Background: an optimization exercise with open tools, aiming at small area, a short achievable clock period and few clock cycles per item. Do not read the settings as production practice. Power and IR drop assume default switching activity.

==> module mult_stream_mac, before the edit <==
module mult_stream_mac #(
    parameter int DATA_WIDTH = 8,
    parameter int MAP_SIZE = 32,
    parameter int LANES = 32,
    localparam int BEATS = MAP_SIZE * MAP_SIZE / LANES,
    localparam int ACC_WIDTH = 2 * DATA_WIDTH + $clog2(BEATS)
) (
    input  logic                         clk,
    input  logic                         rst_n,
    input  logic                         mode,
    input  logic                         in_valid,
    output logic                         in_ready,
    input  logic [LANES*DATA_WIDTH-1:0]  a,
    input  logic [LANES*DATA_WIDTH-1:0]  b,
    output logic                         out_valid,
    input  logic                         out_ready,
    output logic [LANES*ACC_WIDTH-1:0]   out_data,
    output logic                         out_last
);
    localparam int CW = (BEATS > 1) ? $clog2(BEATS) : 1;
    localparam logic [CW-1:0] LAST_CNT = CW'(BEATS - 1);
    localparam int CSW = 29;    
    logic [CW-1:0]               r_cnt;
    logic                        r_map_mode;
    logic [LANES*CSW-1:0]        r_cs;
    logic                        r_v1, r_last1, r_mode1;
    logic [LANES*ACC_WIDTH-1:0]  r_res;
    logic                        r_out_valid, r_out_last;
    localparam int NK = 6;         
    logic [NK-1:0]               r_keep;
    logic [NK-1:0]               w_keep_nxt;
    logic                        w_stall, w_take, w_adv, w_kn, w_mode;
    assign w_stall   = r_out_valid & ~out_ready;
    assign in_ready  = ~w_stall;
    assign w_take    = in_valid & ~w_stall;
    assign w_mode    = (r_cnt == '0) ? mode : r_map_mode;
    assign w_adv     = r_v1 & ~w_stall;
    assign w_kn      = r_map_mode & (r_cnt != '0);
    assign w_keep_nxt[0] = w_kn;
    assign w_keep_nxt[1] = w_kn & in_valid;
    assign w_keep_nxt[2] = w_kn | ~in_valid;
    assign w_keep_nxt[3] = ~w_kn;
    assign w_keep_nxt[4] = ~(w_kn & in_valid);
    assign w_keep_nxt[5] = ~(w_kn | ~in_valid);
    assign out_valid = r_out_valid;
    assign out_data  = r_res;
    assign out_last  = r_out_last;
    for (genvar i = 0; i < LANES; i++) begin : g_lane
        logic [CSW-1:0]       w_cs;
        logic [ACC_WIDTH-1:0] w_r, w_s;
        mult_stream_mac_pp u_pp (
            .x(a[i*DATA_WIDTH +: DATA_WIDTH]), .y(b[i*DATA_WIDTH +: DATA_WIDTH]), .cs(w_cs)
        );
        localparam int K = i * NK / LANES;
        logic w_keep;
        assign w_keep = (K >= NK / 2) ? ~r_keep[K] : r_keep[K];
        assign w_r = w_keep ? r_res[i*ACC_WIDTH +: ACC_WIDTH] : '0;
        mult_stream_mac_acc u_acc (.cs(r_cs[i*CSW +: CSW]), .r(w_r), .s(w_s));
        always_ff @(posedge clk) begin
            if (w_take) r_cs[i*CSW +: CSW] <= w_cs;
            if (w_adv) r_res[i*ACC_WIDTH +: ACC_WIDTH] <= w_s;
        end
    end
    always_ff @(posedge clk or negedge rst_n) begin
        if (!rst_n) begin
            r_cnt       <= '0;
            r_map_mode  <= 1'b0;
            r_v1        <= 1'b0;
            r_last1     <= 1'b0;
            r_mode1     <= 1'b0;
            r_keep      <= '0;
            r_out_valid <= 1'b0;
            r_out_last  <= 1'b0;
        end else begin
            if (w_take) begin
                r_cnt <= (r_cnt == LAST_CNT) ? '0 : r_cnt + CW'(1);
                if (r_cnt == '0) r_map_mode <= mode;
            end
            if (!w_stall) begin
                r_v1        <= in_valid;
                r_last1     <= (r_cnt == LAST_CNT);
                r_mode1     <= w_mode;
                r_keep      <= w_keep_nxt;
                r_out_valid <= w_adv & (~r_mode1 | r_last1);
                r_out_last  <= r_mode1 | r_last1;
            end
        end
    end
endmodule
clock: 7.2 ns
lec_check: 0
cap_margin: 20
core_margin: 2
core_utilization: 40
setup_slack_margin: 3.6
slew_margin: 20
run.sh (not shown) runs the stock make flow with config.mk's settings and CLKGATE_MAP_FILE= SYNTH_SCRIPT=/design/flow/synth_recipe.tcl, a recipe that flattens the netlist after the stock synthesis.
Change:
--- a/flow/design.v
+++ b/flow/design.v
@@ -23,25 +23,16 @@
     logic [CW-1:0]               r_cnt;
     logic                        r_map_mode;
     logic [LANES*CSW-1:0]        r_cs;
-    logic                        r_v1, r_last1, r_mode1;
+    logic                        r_v1, r_first1, r_last1, r_mode1;
     logic [LANES*ACC_WIDTH-1:0]  r_res;
     logic                        r_out_valid, r_out_last;
-    localparam int NK = 6;         
-    logic [NK-1:0]               r_keep;
-    logic [NK-1:0]               w_keep_nxt;
-    logic                        w_stall, w_take, w_adv, w_kn, w_mode;
+    logic                        w_stall, w_take, w_adv, w_keep, w_mode;
     assign w_stall   = r_out_valid & ~out_ready;
     assign in_ready  = ~w_stall;
     assign w_take    = in_valid & ~w_stall;
     assign w_mode    = (r_cnt == '0) ? mode : r_map_mode;
     assign w_adv     = r_v1 & ~w_stall;
-    assign w_kn      = r_map_mode & (r_cnt != '0);
-    assign w_keep_nxt[0] = w_kn;
-    assign w_keep_nxt[1] = w_kn & in_valid;
-    assign w_keep_nxt[2] = w_kn | ~in_valid;
-    assign w_keep_nxt[3] = ~w_kn;
-    assign w_keep_nxt[4] = ~(w_kn & in_valid);
-    assign w_keep_nxt[5] = ~(w_kn | ~in_valid);
+    assign w_keep    = r_mode1 & ~r_first1;
     assign out_valid = r_out_valid;
     assign out_data  = r_res;
     assign out_last  = r_out_last;
@@ -51,9 +42,6 @@
         mult_stream_mac_pp u_pp (
             .x(a[i*DATA_WIDTH +: DATA_WIDTH]), .y(b[i*DATA_WIDTH +: DATA_WIDTH]), .cs(w_cs)
         );
-        localparam int K = i * NK / LANES;
-        logic w_keep;
-        assign w_keep = (K >= NK / 2) ? ~r_keep[K] : r_keep[K];
         assign w_r = w_keep ? r_res[i*ACC_WIDTH +: ACC_WIDTH] : '0;
         mult_stream_mac_acc u_acc (.cs(r_cs[i*CSW +: CSW]), .r(w_r), .s(w_s));
         always_ff @(posedge clk) begin
@@ -66,9 +54,9 @@
             r_cnt       <= '0;
             r_map_mode  <= 1'b0;
             r_v1        <= 1'b0;
+            r_first1    <= 1'b0;
             r_last1     <= 1'b0;
             r_mode1     <= 1'b0;
-            r_keep      <= '0;
             r_out_valid <= 1'b0;
             r_out_last  <= 1'b0;
         end else begin
@@ -78,9 +66,9 @@
             end
             if (!w_stall) begin
                 r_v1        <= in_valid;
+                r_first1    <= (r_cnt == '0);
                 r_last1     <= (r_cnt == LAST_CNT);
                 r_mode1     <= w_mode;
-                r_keep      <= w_keep_nxt;
                 r_out_valid <= w_adv & (~r_mode1 | r_last1);
                 r_out_last  <= r_mode1 | r_last1;
             end
What happened:
- The new run finished clean
- wire length is higher by a few percent
- design area rose by a few percent
- combinational power rose by roughly a tenth
- final cell count rises slightly
- die area hardly moves
- fmax falls by roughly a tenth
- flip-flop and latch count decreases by 5
- register-to-register slack got worse by 0.40 ns
- synthesized cell count shrinks slightly
Function was not checked in any run of this note: the RTL went through the layout flow alone.

## re-timing with driven ports
The flow's constraints put no driver on any port. The routed layouts listed below were extracted and timed again, unchanged, in two steps.
Step 1 assumes that a clkbuf_16 drives the clock port and a buf_2 every other input.
Step 2 adds t to the input delays and takes it off the output delays; t is the mean of the earliest and latest rising clock arrival at the registers after step 1. Input paths then give back, and output paths get back, about the clock's delay inside the block.
Three values: no drivers, after step 1, after step 2; two values: the first two.
run | t, ns | setup WS [ns] | slew at the worst register clock pin (ns) | worst slew at a driven data input, ns
the first run | 0.954 | 3.448 / 3.448 / 2.668 | 0.07 / 0.07 | 0.22
the second run | 0.960 | 3.045 / 3.045 / 2.611 | 0.07 / 0.07 | 0.28
After both steps every run listed still meets setup and hold. The setup slack of the first run, which loses most, moves by 0.000 ns with the drivers and by -0.780 ns with both steps.
